From an optimization exercise on the open Yosys and OpenROAD flow, aimed at small area and a short achievable clock period; shortcuts taken in it are not production practice.
No activity file was given, so power comes from the tool's default toggle rates.

==> flow/design.v <==
package mspd_pkg;
  localparam int CHANNELS = 4;
  localparam int IN_CH    = 4;
  localparam int LANES    = (CHANNELS < IN_CH) ? CHANNELS : IN_CH;
  localparam int SAMPLE_W = 10;
  localparam int PEAK_W   = 10;
  localparam int CH_W     = 2;
  localparam int TIME_W   = 32;
  localparam int THR_W    = 10;
  localparam int WIN_W    = 16;
  localparam int CFG_W    = 16;
  localparam logic [SAMPLE_W:0] MID_RAIL = 11'd512;
  localparam logic [THR_W-1:0] THRESHOLD_RESET = 10'd80;
  localparam logic [WIN_W-1:0] WINDOW_RESET    = 16'd20;
  localparam logic REG_THRESHOLD = 1'b0;
  localparam logic REG_WINDOW    = 1'b1;
  localparam logic OP_SAMPLE = 1'b0;
  localparam logic OP_POLL   = 1'b1;
  typedef struct packed {
    logic              done;
    logic [PEAK_W-1:0] peak;
  } lane_fin_t;
  typedef struct packed {
    logic              valid;
    logic [CH_W-1:0]   channel;
    logic [PEAK_W-1:0] peak;
  } result_t;
endpackage
module mspd_lane (
  input  logic                            clk,
  input  logic                            rst_n,
  input  logic                            sample_en,
  input  logic [mspd_pkg::SAMPLE_W-1:0]   sample,
  input  logic [mspd_pkg::TIME_W-1:0]     now_ms,
  input  logic [10:0]                     thr2m1,     
  input  logic                            thr_zero,
  input  logic [15:0]                     lo_m_win,   
  input  logic                            lo_wrap,    
  output logic                            fin,        
  output logic [mspd_pkg::PEAK_W-1:0]     fin_key     
);
  logic                           active_r;
  logic [mspd_pkg::PEAK_W-1:0]    peak_r;
  logic [mspd_pkg::TIME_W-1:0]    start_r;
  logic [mspd_pkg::PEAK_W-1:0]    key;
  logic                           gt;
  logic                           trig;
  logic                           expired;
  assign key     = {sample[8:0] ^ {9{~sample[9]}}, ~sample[9]};
  mspd_cmp #(.W(10)) u_gt   (.a(key),          .b(peak_r),        .ci(1'b0), .y(gt));
  logic ge_thr;
  mspd_cmp #(.W(11)) u_trig (.a({1'b0, key}),  .b(thr2m1),        .ci(1'b1), .y(ge_thr));
  assign trig    = thr_zero || ge_thr;
  logic        c1, c2, lt, hz;
  logic [15:0] ah, ch;
  mspd_cmp #(.W(16)) u_c1 (.a(now_ms[15:0]),  .b(start_r[15:0]), .ci(1'b1), .y(c1));
  mspd_cmp #(.W(16)) u_c2 (.a(start_r[15:0]), .b(lo_m_win),      .ci(1'b0), .y(c2));
  assign lt  = lo_wrap ? (c1 || c2) : (c1 && c2);
  assign ah  = now_ms[31:16];
  assign ch  = ~start_r[31:16];
  assign hz  = ((ah[0] ^ ch[0]) == c1) &&
               (((ah[15:1] ^ ch[15:1]) ^ (ah[14:0] | ch[14:0])) == 15'd0);
  assign expired = !(hz && lt);
  assign fin     = active_r && expired;
  assign fin_key = gt ? key : peak_r;
  always_ff @(posedge clk) begin
    if (!rst_n)
      active_r <= 1'b0;
    else if (sample_en)
      active_r <= active_r ? !expired : trig;
  end
  always_ff @(posedge clk) begin
    if (!active_r)
      start_r <= now_ms;
    if (!active_r || (sample_en && gt))
      peak_r <= key;
  end
endmodule
module mspd_cmp #(
  parameter int W = 16
) (
  input  logic [W-1:0] a,
  input  logic [W-1:0] b,
  input  logic         ci,
  output logic         y
);
  localparam int L = $clog2(W + 1);
  localparam int N = 1 << L;
  logic [N-1:0] g [L+1];
  logic [N-1:0] p [L+1];
  for (genvar i = 0; i < N; i++) begin : g_leaf
    if (i == 0) begin : g_ci
      assign g[0][i] = ci;
      assign p[0][i] = 1'b0;
    end else if (i <= W) begin : g_bit
      assign g[0][i] = a[i-1] & ~b[i-1];
      assign p[0][i] = a[i-1] | ~b[i-1];
    end else begin : g_pad
      assign g[0][i] = 1'b0;
      assign p[0][i] = 1'b1;
    end
  end
  for (genvar k = 1; k <= L; k++) begin : g_lvl
    for (genvar i = 0; i < (N >> k); i++) begin : g_node
      assign g[k][i] = g[k-1][2*i+1] | (p[k-1][2*i+1] & g[k-1][2*i]);
      assign p[k][i] = p[k-1][2*i+1] & p[k-1][2*i];
    end
    if ((N >> k) < N) begin : g_fill
      assign g[k][N-1:(N >> k)] = '0;
      assign p[k][N-1:(N >> k)] = '0;
    end
  end
  assign y = g[L][0];
endmodule
module mspd_merge (
  input  logic                                       clk,
  input  logic                                       rst_n,
  input  logic                                       in_acc,
  input  logic                                       op,
  input  logic [mspd_pkg::LANES-1:0]                 fin,
  input  logic [mspd_pkg::LANES*mspd_pkg::PEAK_W-1:0] fin_key,
  output logic                                       pending,
  output logic [mspd_pkg::CH_W-1:0]                  slot_ch,
  output logic [mspd_pkg::PEAK_W-1:0]                slot_key
);
  logic [mspd_pkg::CH_W-1:0]    win_ch;
  logic [mspd_pkg::PEAK_W-1:0]  win_key;
  always_comb begin
    win_ch  = '0;
    win_key = fin_key[0 +: mspd_pkg::PEAK_W];
    for (int i = mspd_pkg::LANES - 1; i > 0; i--) begin
      if (fin[i]) begin
        win_ch  = mspd_pkg::CH_W'(i);
        win_key = fin_key[i*mspd_pkg::PEAK_W +: mspd_pkg::PEAK_W];
      end
    end
    if (fin[0]) begin
      win_ch  = '0;
      win_key = fin_key[0 +: mspd_pkg::PEAK_W];
    end
  end
  always_ff @(posedge clk) begin
    if (!rst_n)
      pending <= 1'b0;
    else if (in_acc)
      pending <= (op == mspd_pkg::OP_POLL) ? 1'b0 : (pending || (|fin));
  end
  always_ff @(posedge clk) begin
    if (in_acc && !pending) begin
      slot_ch  <= win_ch;
      slot_key <= win_key;
    end
  end
endmodule
module multichannel_strike_peak_detector (
  input  logic                              clk,
  input  logic                              rst_n,
  input  logic                              cfg_we,
  input  logic                              cfg_index,
  input  logic [mspd_pkg::CFG_W-1:0]        cfg_wdata,
  input  logic                              in_valid,
  output logic                              in_ready,
  input  logic                              in_op,
  input  logic [mspd_pkg::SAMPLE_W-1:0]     in_sample_ch0,
  input  logic [mspd_pkg::SAMPLE_W-1:0]     in_sample_ch1,
  input  logic [mspd_pkg::SAMPLE_W-1:0]     in_sample_ch2,
  input  logic [mspd_pkg::SAMPLE_W-1:0]     in_sample_ch3,
  input  logic [mspd_pkg::TIME_W-1:0]       in_now_ms,
  output logic                              out_valid,
  input  logic                              out_ready,
  output logic                              out_event_valid,
  output logic [mspd_pkg::CH_W-1:0]         out_event_channel,
  output logic [mspd_pkg::PEAK_W-1:0]       out_event_peak
);
  logic [mspd_pkg::THR_W-1:0]  thr_r;
  logic [mspd_pkg::WIN_W-1:0]  win_r;
  logic [10:0]                 thr2m1;
  logic                        thr_zero;
  logic                        in_acc;
  logic                        sample_en;
  logic                        pending;
  logic [mspd_pkg::SAMPLE_W-1:0]               samples [mspd_pkg::IN_CH];
  logic [mspd_pkg::LANES-1:0]                  fin;
  logic [mspd_pkg::LANES*mspd_pkg::PEAK_W-1:0] fin_key;
  logic [mspd_pkg::CH_W-1:0]                   slot_ch;
  logic [mspd_pkg::PEAK_W-1:0]                 slot_key;
  logic                        out_valid_r;
  logic                        ev_r;
  assign samples[0] = in_sample_ch0;
  assign samples[1] = in_sample_ch1;
  assign samples[2] = in_sample_ch2;
  assign samples[3] = in_sample_ch3;
  assign in_ready  = !out_valid_r || out_ready;
  assign in_acc    = in_valid && in_ready;
  assign sample_en = in_acc && (in_op == mspd_pkg::OP_SAMPLE);
  always_ff @(posedge clk) begin
    if (!rst_n) begin
      thr_r <= mspd_pkg::THRESHOLD_RESET;
      win_r <= mspd_pkg::WINDOW_RESET;
    end else if (cfg_we) begin
      if (cfg_index == mspd_pkg::REG_WINDOW)
        win_r <= cfg_wdata[mspd_pkg::WIN_W-1:0];
      else
        thr_r <= cfg_wdata[mspd_pkg::THR_W-1:0];
    end
  end
  assign thr2m1   = {thr_r, 1'b0} - 11'd1;
  assign thr_zero = (thr_r == '0);
  logic [16:0] lo_m_win;
  assign lo_m_win = {1'b0, in_now_ms[15:0]} - {1'b0, win_r};
  for (genvar g = 0; g < mspd_pkg::LANES; g++) begin : g_lane
    mspd_lane u_lane (
      .clk       (clk),
      .rst_n     (rst_n),
      .sample_en (sample_en),
      .sample    (samples[g]),
      .now_ms    (in_now_ms),
      .thr2m1    (thr2m1),
      .thr_zero  (thr_zero),
      .lo_m_win  (lo_m_win[15:0]),
      .lo_wrap   (lo_m_win[16]),
      .fin       (fin[g]),
      .fin_key   (fin_key[g*mspd_pkg::PEAK_W +: mspd_pkg::PEAK_W])
    );
  end
  mspd_merge u_merge (
    .clk      (clk),
    .rst_n    (rst_n),
    .in_acc   (in_acc),
    .op       (in_op),
    .fin      (fin),
    .fin_key  (fin_key),
    .pending  (pending),
    .slot_ch  (slot_ch),
    .slot_key (slot_key)
  );
  always_ff @(posedge clk) begin
    if (!rst_n) begin
      out_valid_r <= 1'b0;
    end else if (in_acc) begin
      out_valid_r <= 1'b1;
    end else if (out_ready) begin
      out_valid_r <= 1'b0;
    end
    if (in_acc) begin
      ev_r <= (in_op == mspd_pkg::OP_POLL) && pending;
    end
  end
  assign out_valid         = out_valid_r;
  assign out_event_valid   = ev_r;
  assign out_event_channel = ev_r ? slot_ch : '0;
  assign out_event_peak    = ev_r ? ({1'b0, slot_key[9:1]} + {9'd0, slot_key[0]}) : '0;
endmodule
export LEC_CHECK = 0
export CAP_MARGIN = 20
export CORE_MARGIN = 2
export CORE_UTILIZATION = 40
export SLEW_MARGIN = 20
create_clock -name core_clock -period 6.5 [get_ports {clk}]
run.sh (not shown) runs the stock make flow with config.mk's settings and CLKGATE_MAP_FILE= SYNTH_SCRIPT=/design/flow/synth_recipe.tcl, a recipe that flattens the netlist after the stock synthesis.
Rerun with:
CORE_UTILIZATION = 60   (was 40)
CTS_BUF_LIST = sky130_fd_sc_hd__clkbuf_4   (was not set)
GPL_TIMING_DRIVEN = 0   (was not set)
Final area drops slightly.
Setup slack got worse by 0.34 ns.
Wire length decreases by a little under a tenth.
Synthesized area is unchanged.
Sequential power stays flat.
Synthesized cell count stays the same.
Die area shrinks by a quarter to a third.
Fmax drops by a few percent.
Function was not checked in any run of this note: the RTL went through the layout flow alone.

==> what the ideal ports hide <==
In the flow no input, the clock included, has a driving cell. The finished layouts below were timed again as built, in two steps.
Step 1 sets driving cells, clkbuf_16 on the clock port and buf_2 on the other inputs (assumed; they add their load-dependent delay and slew).
Step 2 moves the port delays by t, midway between the first and last clock arrival at a register: inputs arrive t later, outputs are due t later. That takes back most of the time a late clock gives input paths.
Slacks: ideal / step 1 / step 2; pairs: ideal / step 1.
run	t, ns	setup WS [ns]	hold slack, ns	worst data-port slew with drivers (ns)	pins driven straight from the clock port
the first run	0.575	0.801 / 0.833 / 0.259	0.465 / 0.465 / 0.465	0.07	1
the second run	0.720	0.464 / 0.485 / -0.236	0.465 / 0.465 / 0.465	0.07	1
Met with ideal ports but missed after step 2: setup timing in the second run. For the second run, which loses most, drivers alone change the setup slack by +0.021 ns; drivers and shift together by -0.700 ns.
